Context: an optimization exercise on an open-source flow, tuned for small area, a short achievable clock period and few clock cycles. The choices shown serve that exercise and are no tape-out recipe. RTL that was checked went through simulation tests only; none was proved equivalent to the original. Power figures rest on the tool's default switching activity, not on a simulated workload.

==> run M <==
## cursor_text_buffer_editor_core
module cursor_text_buffer_editor_core #(
    parameter int BUFFER_BYTES = 256
) (
    input  logic                           clk,
    input  logic                           rst_n,
    input  logic                           in_valid,
    output logic                           in_ready,
    input  logic [ctbe_pkg::ACTION_W-1:0]  action,
    input  logic [ctbe_pkg::COUNT_W-1:0]   count,
    input  logic [ctbe_pkg::BYTE_W-1:0]    value,
    input  logic [ctbe_pkg::PEEK_W-1:0]    peek_index,
    output logic                           out_valid,
    input  logic                           out_ready,
    output logic [ctbe_pkg::CURSOR_W-1:0]  cursor,
    output logic [ctbe_pkg::BYTE_W-1:0]    peek_byte,
    output logic                           error
);
make LEC_CHECK=0 CAP_MARGIN=20 CORE_MARGIN=2 CORE_UTILIZATION=40 SLEW_MARGIN=20 SYNTH_HIERARCHICAL=1 finish   # period 10.0 ns
run.sh (not shown) runs the stock make flow with config.mk's settings and CLKGATE_MAP_FILE= SYNTH_SCRIPT=/design/flow/synth_recipe.tcl, a recipe that flattens the netlist after the stock synthesis.
==> inputs of run F, as changes to run M <==
--- a/flow/design.v
+++ b/flow/design.v
@@ -48,13 +48,16 @@
     output logic [RW-1:0] out_data
 );
     logic [RW-1:0] q0, q1;
     logic          q0v, q1v;
     logic          q0v_next, q1v_next;
     logic          dlv;
-    logic          in_ready_reg;
+    logic          in_ready_reg, out_valid_reg;
+    logic [1:0]    occ;
+    assign q0v = occ[0] || occ[1];
+    assign q1v = occ[1];
     assign dlv = q0v && out_ready;
     always_comb
     begin
         if (dlv)
         begin
             q0v_next = q1v || push;
@@ -67,21 +70,21 @@
         end
     end
     always_ff @(posedge clk or negedge rst_n)
     begin
         if (!rst_n)
         begin
-            q0v          <= 1'b0;
-            q1v          <= 1'b0;
-            in_ready_reg <= 1'b0;
+            occ           <= 2'b00;
+            in_ready_reg  <= 1'b0;
+            out_valid_reg <= 1'b0;
         end
         else
         begin
-            q0v          <= q0v_next;
-            q1v          <= q1v_next;
-            in_ready_reg <= !q1v_next;
+            occ           <= {q1v_next, q0v_next && !q1v_next};
+            in_ready_reg  <= !q1v_next;
+            out_valid_reg <= q0v_next;
         end
     end
     always_ff @(posedge clk)
     begin
         if (dlv)
         begin
@@ -99,13 +102,13 @@
                 q1 <= push_data;
             end
         end
     end
     assign in_ready  = in_ready_reg;
     assign stall     = q1v;
-    assign out_valid = q0v;
+    assign out_valid = out_valid_reg;
     assign out_data  = q0;
 endmodule
 import ctbe_pkg::*;
 module ctbe_aoi222 (
     input  logic a0,
     input  logic b0,
@@ -185,31 +188,24 @@
     end
     assign h[5] = !g[10];
     ctbe_nand3 u_k0 (.a (h[0]), .b (h[1]), .c (h[2]), .y (k[0]));
     ctbe_nand3 u_k1 (.a (h[3]), .b (h[4]), .c (h[5]), .y (k[1]));
     ctbe_nor2  u_y  (.a (k[0]), .b (k[1]), .y (y_n));
 endmodule
-module ctbe_datapath (
-    input  logic        clk,
+module ctbe_range (
     input  logic [8:0]  lo,
     input  logic [8:0]  hi,
-    input  logic [7:0]  wdata_e,
-    input  logic [7:0]  wdata_o,
-    input  logic [6:0]  raddr_e,
-    input  logic [6:0]  raddr_o,
-    output logic [7:0]  rdata_e_n,
-    output logic [7:0]  rdata_o_n
+    output logic [15:0] g_full,
+    output logic [15:0] g_first,
+    output logic [15:0] g_last,
+    output logic [15:0] c_first,
+    output logic [15:0] c_last
 );
-    logic [7:0] mem_e [128];
-    logic [7:0] mem_o [128];
-    logic [4:0]  lg, hg;
-    logic [3:0]  lc, hc;
-    logic [15:0] g_full, g_first, g_last;
-    logic [15:0] c_first, c_last;
-    logic        same_group;
-    logic [255:0] wen;
+    logic [4:0] lg, hg;
+    logic [3:0] lc, hc;
+    logic       same_group;
     assign lg = lo[8:4];
     assign lc = lo[3:0];
     assign hg = hi[8:4];
     assign hc = hi[3:0];
     assign same_group = (lg == hg);
     always_comb
@@ -222,12 +218,35 @@
         end
         for (int c = 0; c < 16; c++)
         begin
             c_first[c] = (4'(c) >= lc) && (!same_group || (4'(c) < hc));
             c_last[c]  = (4'(c) < hc);
         end
+    end
+endmodule
+module ctbe_datapath (
+    input  logic        clk,
+    input  logic [15:0] g_full,      
+    input  logic [15:0] g_first,
+    input  logic [15:0] g_last,
+    input  logic [15:0] c_first,
+    input  logic [15:0] c_last,
+    input  logic [7:0]  wdata_e,
+    input  logic [7:0]  wdata_o,
+    input  logic [15:0] rhi_e,       
+    input  logic [7:0]  rlo_e,       
+    input  logic [15:0] rhi_o,
+    input  logic [7:0]  rlo_o,
+    output logic [7:0]  rdata_e_n,
+    output logic [7:0]  rdata_o_n
+);
+    logic [7:0] mem_e [128];
+    logic [7:0] mem_o [128];
+    logic [255:0] wen;
+    always_comb
+    begin
         for (int i = 0; i < 256; i++)
         begin
             wen[i] = g_full[i / 16] || (g_first[i / 16] && c_first[i % 16]) ||
                      (g_last[i / 16] && c_last[i % 16]);
         end
     end
@@ -249,14 +268,14 @@
     logic [127:0] col_e [8];
     logic [127:0] col_o [8];
     always_comb
     begin
         for (int j = 0; j < 128; j++)
         begin
-            sel_e[j] = (raddr_e == 7'(j));
-            sel_o[j] = (raddr_o == 7'(j));
+            sel_e[j] = rhi_e[j / 8] && rlo_e[j % 8];
+            sel_o[j] = rhi_o[j / 8] && rlo_o[j % 8];
             for (int b = 0; b < 8; b++)
             begin
                 col_e[b][j] = mem_e[j][b];
                 col_o[b][j] = mem_o[j][b];
             end
         end
@@ -315,25 +334,26 @@
             c0   <= count;
             x0   <= (action == ACT_DELETE) ? SPACE_BYTE : value;
             p0   <= peek_index[7:0];
         end
     end
     logic [8:0] cur_reg, cur_next;
-    logic [6:0] ch1_reg;             
+    logic [8:0] cur_inc;
     logic [9:0] sum, dif;
     logic       up_clip, dn_clip, swap_ok;
     logic [8:0] up_val, dn_val;
     logic       err;
     logic [8:0] lo_next, hi_next;
     assign sum     = {1'b0, cur_reg} + {2'b0, c0};
     assign dif     = {1'b0, cur_reg} - {2'b0, c0};
     assign up_clip = sum[9] || (sum[8] && (sum[7:0] != '0));
     assign dn_clip = dif[9];
     assign up_val  = up_clip ? 9'd256 : sum[8:0];
     assign dn_val  = dn_clip ? 9'd0 : dif[8:0];
     assign swap_ok = !(cur_reg[8] || (cur_reg[7:0] == 8'hff));
+    assign cur_inc = cur_reg + 9'd1;
     always_comb
     begin
         cur_next = cur_reg;
         err      = bad0;
         if (up0)
         begin
@@ -344,13 +364,13 @@
         begin
             cur_next = dn_val;
             err      = dn_clip;
         end
         else if (swp0)
         begin
-            cur_next = swap_ok ? cur_reg + 9'd1 : cur_reg;
+            cur_next = swap_ok ? cur_inc : cur_reg;
             err      = !swap_ok;
         end
         if (!v0)
         begin
             cur_next = cur_reg;
         end
@@ -375,34 +395,37 @@
             hi_next = cur_reg + 9'd2;
         end
     end
     logic       v1, rd1, par1, err1;
     logic [8:0] lo1, hi1, res1;
     logic [7:0] x1;
-    logic [6:0] ra_e1, ra_o1;
-    logic [6:0] ra_e_next, ra_o_next;
-    logic       fe_next, fo_next;
+    logic [15:0] rhi_e1, rhi_o1;
+    logic [7:0]  rlo_e1, rlo_o1;
+    logic [8:0] se_b, so_b, pe_b, po_b;
+    logic       fe_s, fo_s, fe_p, fo_p;
     logic       e_mo1, e_me1, e_wo1, e_we1, o_me1, o_mo1, o_we1, o_wo1, x_1;
-    assign ra_e_next = swp0 ? ch1_reg : p0[7:1];
-    assign ra_o_next = swp0 ? cur_reg[7:1] : p0[7:1];
-    assign fe_next   = ({1'b0, ra_e_next, 1'b0} >= lo1) && ({1'b0, ra_e_next, 1'b0} < hi1);
-    assign fo_next   = ({1'b0, ra_o_next, 1'b1} >= lo1) && ({1'b0, ra_o_next, 1'b1} < hi1);
+    assign se_b = {1'b0, cur_inc[7:1], 1'b0};
+    assign so_b = {1'b0, cur_reg[7:1], 1'b1};
+    assign pe_b = {1'b0, p0[7:1], 1'b0};
+    assign po_b = {1'b0, p0[7:1], 1'b1};
+    assign fe_s = (se_b >= lo1) && (se_b < hi1);
+    assign fo_s = (so_b >= lo1) && (so_b < hi1);
+    assign fe_p = (pe_b >= lo1) && (pe_b < hi1);
+    assign fo_p = (po_b >= lo1) && (po_b < hi1);
     always_ff @(posedge clk or negedge rst_n)
     begin
         if (!rst_n)
         begin
             cur_reg <= '0;
-            ch1_reg <= '0;
             v1      <= 1'b0;
             lo1     <= 9'd256;
             hi1     <= 9'd0;
         end
         else if (!stall)
         begin
             cur_reg <= cur_next;
-            ch1_reg <= 7'((cur_next + 9'd1) >> 1);
             v1      <= v0;
             lo1     <= lo_next;
             hi1     <= hi_next;
         end
     end
     always_ff @(posedge clk)
@@ -411,57 +434,87 @@
         begin
             rd1   <= rd0;
             par1  <= p0[0];
             err1  <= err;
             res1  <= cur_next;
             x1    <= x0;
-            ra_e1 <= ra_e_next;
-            ra_o1 <= ra_o_next;
-            e_mo1 <= swp0 && !fo_next;
-            e_wo1 <= swp0 && fo_next;
-            e_me1 <= rd0 && !fe_next;
-            e_we1 <= rd0 && fe_next;
-            o_me1 <= swp0 && !fe_next;
-            o_we1 <= swp0 && fe_next;
-            o_mo1 <= rd0 && !fo_next;
-            o_wo1 <= rd0 && fo_next;
+            for (int k = 0; k < 16; k++)
+            begin
+                rhi_e1[k] <= swp0 ? (cur_inc[7:4] == 4'(k)) : (p0[7:4] == 4'(k));
+                rhi_o1[k] <= swp0 ? (cur_reg[7:4] == 4'(k)) : (p0[7:4] == 4'(k));
+            end
+            for (int k = 0; k < 8; k++)
+            begin
+                rlo_e1[k] <= swp0 ? (cur_inc[3:1] == 3'(k)) : (p0[3:1] == 3'(k));
+                rlo_o1[k] <= swp0 ? (cur_reg[3:1] == 3'(k)) : (p0[3:1] == 3'(k));
+            end
+            e_mo1 <= swp0 && !fo_s;
+            e_wo1 <= swp0 && fo_s;
+            e_me1 <= rd0 && !fe_p;
+            e_we1 <= rd0 && fe_p;
+            o_me1 <= swp0 && !fe_s;
+            o_we1 <= swp0 && fe_s;
+            o_mo1 <= rd0 && !fo_p;
+            o_wo1 <= rd0 && fo_p;
             x_1   <= !swp0 && !rd0;
         end
     end
     logic       v2, rd2, par2, err2;
-    logic [8:0] lo2, hi2, res2;
+    logic [8:0] res2;
+    logic [15:0] gf1, gs1, gl1, cs1, cl1;    
+    logic [15:0] gf2, gs2, gl2, cs2, cl2;    
     logic [7:0] we2, wo2;
     logic [7:0] mem_e_n, mem_o_n, mem_e, mem_o;
     ctbe_datapath u_datapath (
         .clk       (clk),
-        .lo        (lo2),
-        .hi        (hi2),
+        .g_full    (gf2),
+        .g_first   (gs2),
+        .g_last    (gl2),
+        .c_first   (cs2),
+        .c_last    (cl2),
         .wdata_e   (we2),
         .wdata_o   (wo2),
-        .raddr_e   (ra_e1),
-        .raddr_o   (ra_o1),
+        .rhi_e     (rhi_e1),
+        .rlo_e     (rlo_e1),
+        .rhi_o     (rhi_o1),
+        .rlo_o     (rlo_o1),
         .rdata_e_n (mem_e_n),
         .rdata_o_n (mem_o_n)
     );
+    ctbe_range u_range (
+        .lo      (lo1),
+        .hi      (hi1),
+        .g_full  (gf1),
+        .g_first (gs1),
+        .g_last  (gl1),
+        .c_first (cs1),
+        .c_last  (cl1)
+    );
     assign mem_e = ~mem_e_n;
     assign mem_o = ~mem_o_n;
     always_ff @(posedge clk or negedge rst_n)
     begin
         if (!rst_n)
         begin
             v2  <= 1'b0;
-            lo2 <= 9'd0;
-            hi2 <= 9'd256;
+            gf2 <= '1;
+            gs2 <= '0;
+            gl2 <= '0;
+            cs2 <= '0;
+            cl2 <= '0;
             we2 <= 8'h00;
             wo2 <= 8'h00;
         end
         else if (!stall)
         begin
             v2  <= v1;
-            lo2 <= lo1;
-            hi2 <= hi1;
+            gf2 <= gf1;
+            gs2 <= gs1;
+            gl2 <= gl1;
+            cs2 <= cs1;
+            cl2 <= cl1;
             we2 <= ({8{e_mo1}} & mem_o) | ({8{e_me1}} & mem_e) | ({8{e_wo1}} & wo2) |
                    ({8{e_we1}} & we2) | ({8{x_1}} & x1);
             wo2 <= ({8{o_me1}} & mem_e) | ({8{o_mo1}} & mem_o) | ({8{o_we1}} & we2) |
                    ({8{o_wo1}} & wo2) | ({8{x_1}} & x1);
         end
     end
==> flow/flow/run.sh (new file) <==
#!/bin/bash
# The standard layout (the standard.sh: standard synthesis, floorplan, placement, CTS,
# routing), except that the input and output ports are buffered with
# sky130_fd_sc_hd__buf_2 instead of the cell buffer_ports picks on its own
# (sky130_fd_sc_hd__clkdlybuf4s50_1, a delay buffer). Every port still gets one buffer.
# The whole output of the flow (make, yosys, openroad) goes to standard.log here; ORFS's
# per-step logs stay under orfs/logs/.
set -uo pipefail
export BUFFER_PORTS_ARGS="-buffer_cell sky130_fd_sc_hd__buf_2"
bash standard.sh > standard.log 2>&1
rc=$?
tail -n 40 standard.log
exit $rc
==> flow/standard.sh (new file) <==
#!/bin/bash
# synth_recipe.tcl (not shown) runs the flow's synth.tcl, then flattens the netlist and writes it again
# the make line also repeats each setting of config.mk as NAME=value (left out here)
make -C /OpenROAD-flow-scripts/flow DESIGN_CONFIG=/design/flow/config.mk WORK_HOME=/design/flow/orfs CLKGATE_MAP_FILE= SYNTH_SCRIPT=/design/flow/synth_recipe.tcl "${@:-finish}"
CORE_UTILIZATION = 50   (was 40)
CTS_CLUSTER_DIAMETER = 100   (was default)
CTS_CLUSTER_SIZE = 30   (was default)
SETUP_SLACK_MARGIN = 5   (was default)
SLEW_MARGIN = 60   (was 20)
removed: flow/run.sh
==> summary of the runs <==
Run F went through all stages and came out clean. Run M passed the timing, DRC and antenna checks. In run M the flip-flop and latch count is lower than in run F, by 90. Against run M, the via count of run F is larger by about 1.2%. Between run F and run M, the lower final cell count is in run F (gap about 6%, measured against run M). Between run F and run M, the lower fmax is in run M (gap about 25%, measured against run M). In run M the combinational power is smaller than in run F, by about 16%. Between run F and run M, the lower setup slack is in run M (gap 0.92 ns). Against run F, the non-clock buffer count of run M is lower by 24. Between run M and run F, the lower routed wire length is in run M (gap about 2.1%, measured against run F). In run M the final area is lower than in run F, by about 0.2%.
==> figures <==
metric	run M	run F
Simple-gate share of the synthesized area	5.593%	5.725%
Die Span Y	465.9 um	430.2 um
Worst hold start	x0[6]	p0[0]
Share of the synthesized area in the top cell type	75.72%	72.26%
Mapped Avg Cell Area	17.65 sq um	17.79 sq um
Maximum number of pins on one net before global-route repair	95	81
Detailed-routing wirelength on met1	98.29 mm	106.1 mm
Worst endpoint required time	10.80 ns	10.63 ns
Count of multi-input combinational gates	2343	2456
Fraction of area in multi-input gates	18.19%	20.24%
Reported clock group power	8.05 mW	4.51 mW
Final cell area excluding filler cells	96530 sq um	96730 sq um
FFs & Latches	2244	2334
Run status	timing/DRC/antenna clean	timing/DRC/antenna clean
Share of the final layout cell area in sequential cells	69.31%	71.76%
Num rows	169	156
Non-CTS inverters	66	80
Pint	21.34 mW	19.01 mW
Num Clock Sinks	2244	2334
Number of gates on the worst path with buffers counted	11	10
Testbench counts of run F, summed over its fixed seeds: cycles 4,032.
Only the layout flow was run in run M; the RTL was not checked for function there.

[static timing again, ports no longer ideal]
In the flow no input, the clock included, has a driving cell. The finished layouts below were timed again as built, in two steps.
Step 1 sets driving cells, clkbuf_16 on the clock port and buf_2 on the other inputs (assumed; they add their load-dependent delay and slew).
Step 2 also shifts input and output timing later by t, the mid clock arrival at the registers, as if the neighbouring blocks saw the same clock.
a / b / c = no drivers / after step 1 / after step 2; a / b = the first two.
run	t, ns	setup slack, ns	hold WS [ns]	worst setup path after step 2	worst data-port slew with drivers (ns)
run M	0.949	5.381 / 5.381 / 5.381	0.409 / 0.409 / 0.409	register to register	0.05
run F	0.837	6.299 / 6.299 / 6.299	0.430 / 0.430 / 0.430	register to register	0.07
After both steps every run listed still meets setup and hold.
